What follows belongs to an exercise in optimizing a design on an open flow for small area and a short achievable clock period; a production flow would make more cautious choices. Only simulation tests tie the RTL to the original design; equivalence was not proved.

## bbox_raster
module bbox_raster #(
    parameter int SIGFIG     = 24,
    parameter int RADIX      = 10,
    parameter int PIPE_DEPTH = 3
) (
    input  logic                     clk,
    input  logic                     arst_n,
    input  logic [3*SIGFIG-1:0]      tri_x,
    input  logic [3*SIGFIG-1:0]      tri_y,
    input  logic                     tri_valid,
    input  logic                     halt_n,
    input  logic signed [SIGFIG-1:0] screen_x,
    input  logic signed [SIGFIG-1:0] screen_y,
    input  logic [3:0]               msaa_mode,
    output logic [3*SIGFIG-1:0]      out_tri_x,
    output logic [3*SIGFIG-1:0]      out_tri_y,
    output logic signed [SIGFIG-1:0] box_ll_x,
    output logic signed [SIGFIG-1:0] box_ll_y,
    output logic signed [SIGFIG-1:0] box_ur_x,
    output logic signed [SIGFIG-1:0] box_ur_y,
    output logic                     out_valid
);
Size: roughly 6300 cells after synthesis, ~970 flip-flops, ~440 I/O pins, about 68000 um2 of cells after synthesis.
export LEC_CHECK = 0
export ABC_AREA = 1
export CAP_MARGIN = 20
export CORE_MARGIN = 2
export CORE_UTILIZATION = 40
export CTS_BUF_LIST = sky130_fd_sc_hd__clkbuf_8 sky130_fd_sc_hd__clkbuf_16
export CTS_CLUSTER_SIZE = 32
export SLEW_MARGIN = 20
create_clock -name core_clock -period 14.0 [get_ports {clk}]
standard.sh (not shown) runs the stock make flow with config.mk's settings and CLKGATE_MAP_FILE= SYNTH_SCRIPT=/design/flow/synth_recipe.tcl, a recipe that flattens the netlist after the stock synthesis.
==> flow/flow/run.sh <==
#!/bin/bash
set -euo pipefail
MARGIN=$(cat flow/margin.txt)
bash standard.sh SETUP_SLACK_MARGIN=$MARGIN \
    "BUFFER_PORTS_ARGS=-buffer_cell sky130_fd_sc_hd__buf_2" finish > make_finish.log 2>&1
==> flow/flow/margin.txt <==
9.8
The baseline ran to the end with no violations.
Rerun with:
CTS_CLUSTER_DIAMETER = 150   (was unset)
CTS_CLUSTER_SIZE = 22   (was 32)
After rerunning: The changed run finished with timing, DRC and antenna clean; utilization fell by 1.0 points; design area fell by 2.3%; global-route usage fell by 0.30 points; sequential share of layout area rose by 0.89 points.

========
## JK
bbox_raster again, from the RTL that the note above started with.
==> flow/config.mk <==
export PLATFORM = sky130hd
export DESIGN_NAME = bbox_raster
export DESIGN_NICKNAME = bbox_raster
export VERILOG_FILES = /design/flow/design.v
export SDC_FILE = /design/flow/constraint.sdc
export NUM_CORES = 4
export LEC_CHECK = 0
export ABC_AREA = 1
export CAP_MARGIN = 20
export CORE_MARGIN = 2
export CORE_UTILIZATION = 40
export CTS_BUF_LIST = sky130_fd_sc_hd__clkbuf_8 sky130_fd_sc_hd__clkbuf_16
export CTS_CLUSTER_DIAMETER = 150
export CTS_CLUSTER_SIZE = 22
export GPL_ROUTABILITY_DRIVEN = 0
export SLEW_MARGIN = 20
==> flow/constraint.sdc <==
create_clock -name core_clock -period 14.0 [get_ports {clk}]
set_input_delay 2.8000 -clock core_clock [delete_from_list [all_inputs] [get_ports {clk}]]
set_output_delay 2.8000 -clock core_clock [all_outputs]
set_load 0.01 [all_outputs]
Scripts as last shown in full above: flow/flow/run.sh, flow/flow/margin.txt
> inputs changed (JK -> MS)
Settings: GPL_ROUTABILITY_DRIVEN removed (was 0); TNS_END_PERCENT newly set to 5.
==> comparison <==
- Post-layout instance area: JK vs MS, no meaningful difference
- Compared with JK, MS shows a higher detailed-routed wire length on met2.
- JK has higher worst hold slack than MS.
- Comparing MS and JK, the higher worst slack at placement is on MS.
- [compare] base=JK new=MS: total length of routed wires went up; count of antenna diodes in the layout shows an increase of 1; non-clock buffer contribution to total cell area went down.
- Final critical-path required period up 0.13 ns in MS wrt JK
- On via count, MS and JK are basically level.
- Comparing MS and JK, the higher met1 demand-to-capacity share in global routing is on MS.
Input-level comparison between AL and MS:
Settings: CTS_BUF_LIST: sky130_fd_sc_hd__clkbuf_8 sky130_fd_sc_hd__clkbuf_16 -> unset; TNS_END_PERCENT: 5 -> unset; CTS_CLUSTER_SIZE: 22 -> unset; CTS_CLUSTER_DIAMETER: 150 -> unset.
[summary]
- AL ran to completion and came out clean on the timing, design-rule and antenna checks.
- A critical path launch point of s1_dy21[23] is what MS shows, while s3_x[57] belongs to AL.
- AL vs. MS: setup slack up 0.14 ns; summed area of non-filler cells in the final layout went up by about 3%.
- On first-pass GRT wire length, AL does worse than MS.
- When AL is set beside MS, its layout cell share with drive strength beyond 1 turns out to be 1.9 points larger.

========
Starting RTL as in the previous note.
Design bbox_raster, start of the top module:
module bbox_raster #(
    parameter int SIGFIG     = 24,
    parameter int RADIX      = 10,
    parameter int PIPE_DEPTH = 3
) (
    input  logic                     clk,
    input  logic                     arst_n,
    input  logic [3*SIGFIG-1:0]      tri_x,
    input  logic [3*SIGFIG-1:0]      tri_y,
    input  logic                     tri_valid,
    input  logic                     halt_n,
    input  logic signed [SIGFIG-1:0] screen_x,
    input  logic signed [SIGFIG-1:0] screen_y,
    input  logic [3:0]               msaa_mode,
    output logic [3*SIGFIG-1:0]      out_tri_x,
    output logic [3*SIGFIG-1:0]      out_tri_y,
    output logic signed [SIGFIG-1:0] box_ll_x,
    output logic signed [SIGFIG-1:0] box_ll_y,
    output logic signed [SIGFIG-1:0] box_ur_x,
    output logic signed [SIGFIG-1:0] box_ur_y,
    output logic                     out_valid
);
Settings: LEC_CHECK=0, ABC_AREA=1, CAP_MARGIN=20, CORE_MARGIN=2, CORE_UTILIZATION=40, CTS_BUF_LIST=sky130_fd_sc_hd__clkbuf_16, CTS_CLUSTER_DIAMETER=150, CTS_CLUSTER_SIZE=26, SLEW_MARGIN=20; clock period 14.0 ns.
Scripts as last shown in full above: flow/flow/run.sh, flow/flow/margin.txt
Then changed:
Settings changed: CORE_UTILIZATION 40 to 55, CTS_BUF_LIST sky130_fd_sc_hd__clkbuf_16 to unset, CTS_CLUSTER_DIAMETER 150 to unset, CTS_CLUSTER_SIZE 26 to unset, PLACE_DENSITY set to 0.68.
Maximum frequency is lower slightly; flip-flop and latch count stays the same; wire length is lower by a few percent; cell area is higher slightly; hold slack gets better by 0.0098 ns.

-- separate check: timing with driven ports --
The results above use ideal ports. As a check the final layouts listed here were re-extracted and re-timed, cells and wires unchanged.
Step 1: set_driving_cell puts a clkbuf_16 on clk and a buf_2 on each other input, an assumption about the parent block.
Step 2 moves the port delays by t, midway between the first and last clock arrival at a register: inputs arrive t later, outputs are due t later. That takes back most of the time a late clock gives input paths.
Three values: ideal, step 1, step 2; two values: the first two.
| run | t (ns) | setup WS [ns] | clock arrival spread, ns | pins driven straight from the clock port |
|---|---|---|---|---|
| the first run of note 1 | 0.805 | 9.826 / 9.743 / 9.094 | 0.051 / 0.051 | 1 |
| the second run of note 1 | 0.755 | 9.774 / 9.691 / 9.151 | 0.059 / 0.060 | 1 |
| JK | 0.764 | 9.823 / 9.787 / 9.092 | 0.051 / 0.051 | 1 |
| MS | 0.751 | 9.690 / 9.659 / 9.043 | 0.060 / 0.060 | 1 |
| AL | 0.810 | 9.834 / 9.751 / 9.085 | 0.048 / 0.048 | 1 |
| the first run of note 3 | 0.748 | 9.767 / 9.683 / 9.170 | 0.071 / 0.071 | 1 |
| the second run of note 3 | 0.787 | 9.743 / 9.743 / 9.147 | 0.036 / 0.036 | 1 |
After both steps setup and hold are still met in every run listed. The setup slack of AL, which loses most, moves by -0.083 ns with the drivers and by -0.749 ns with both steps.
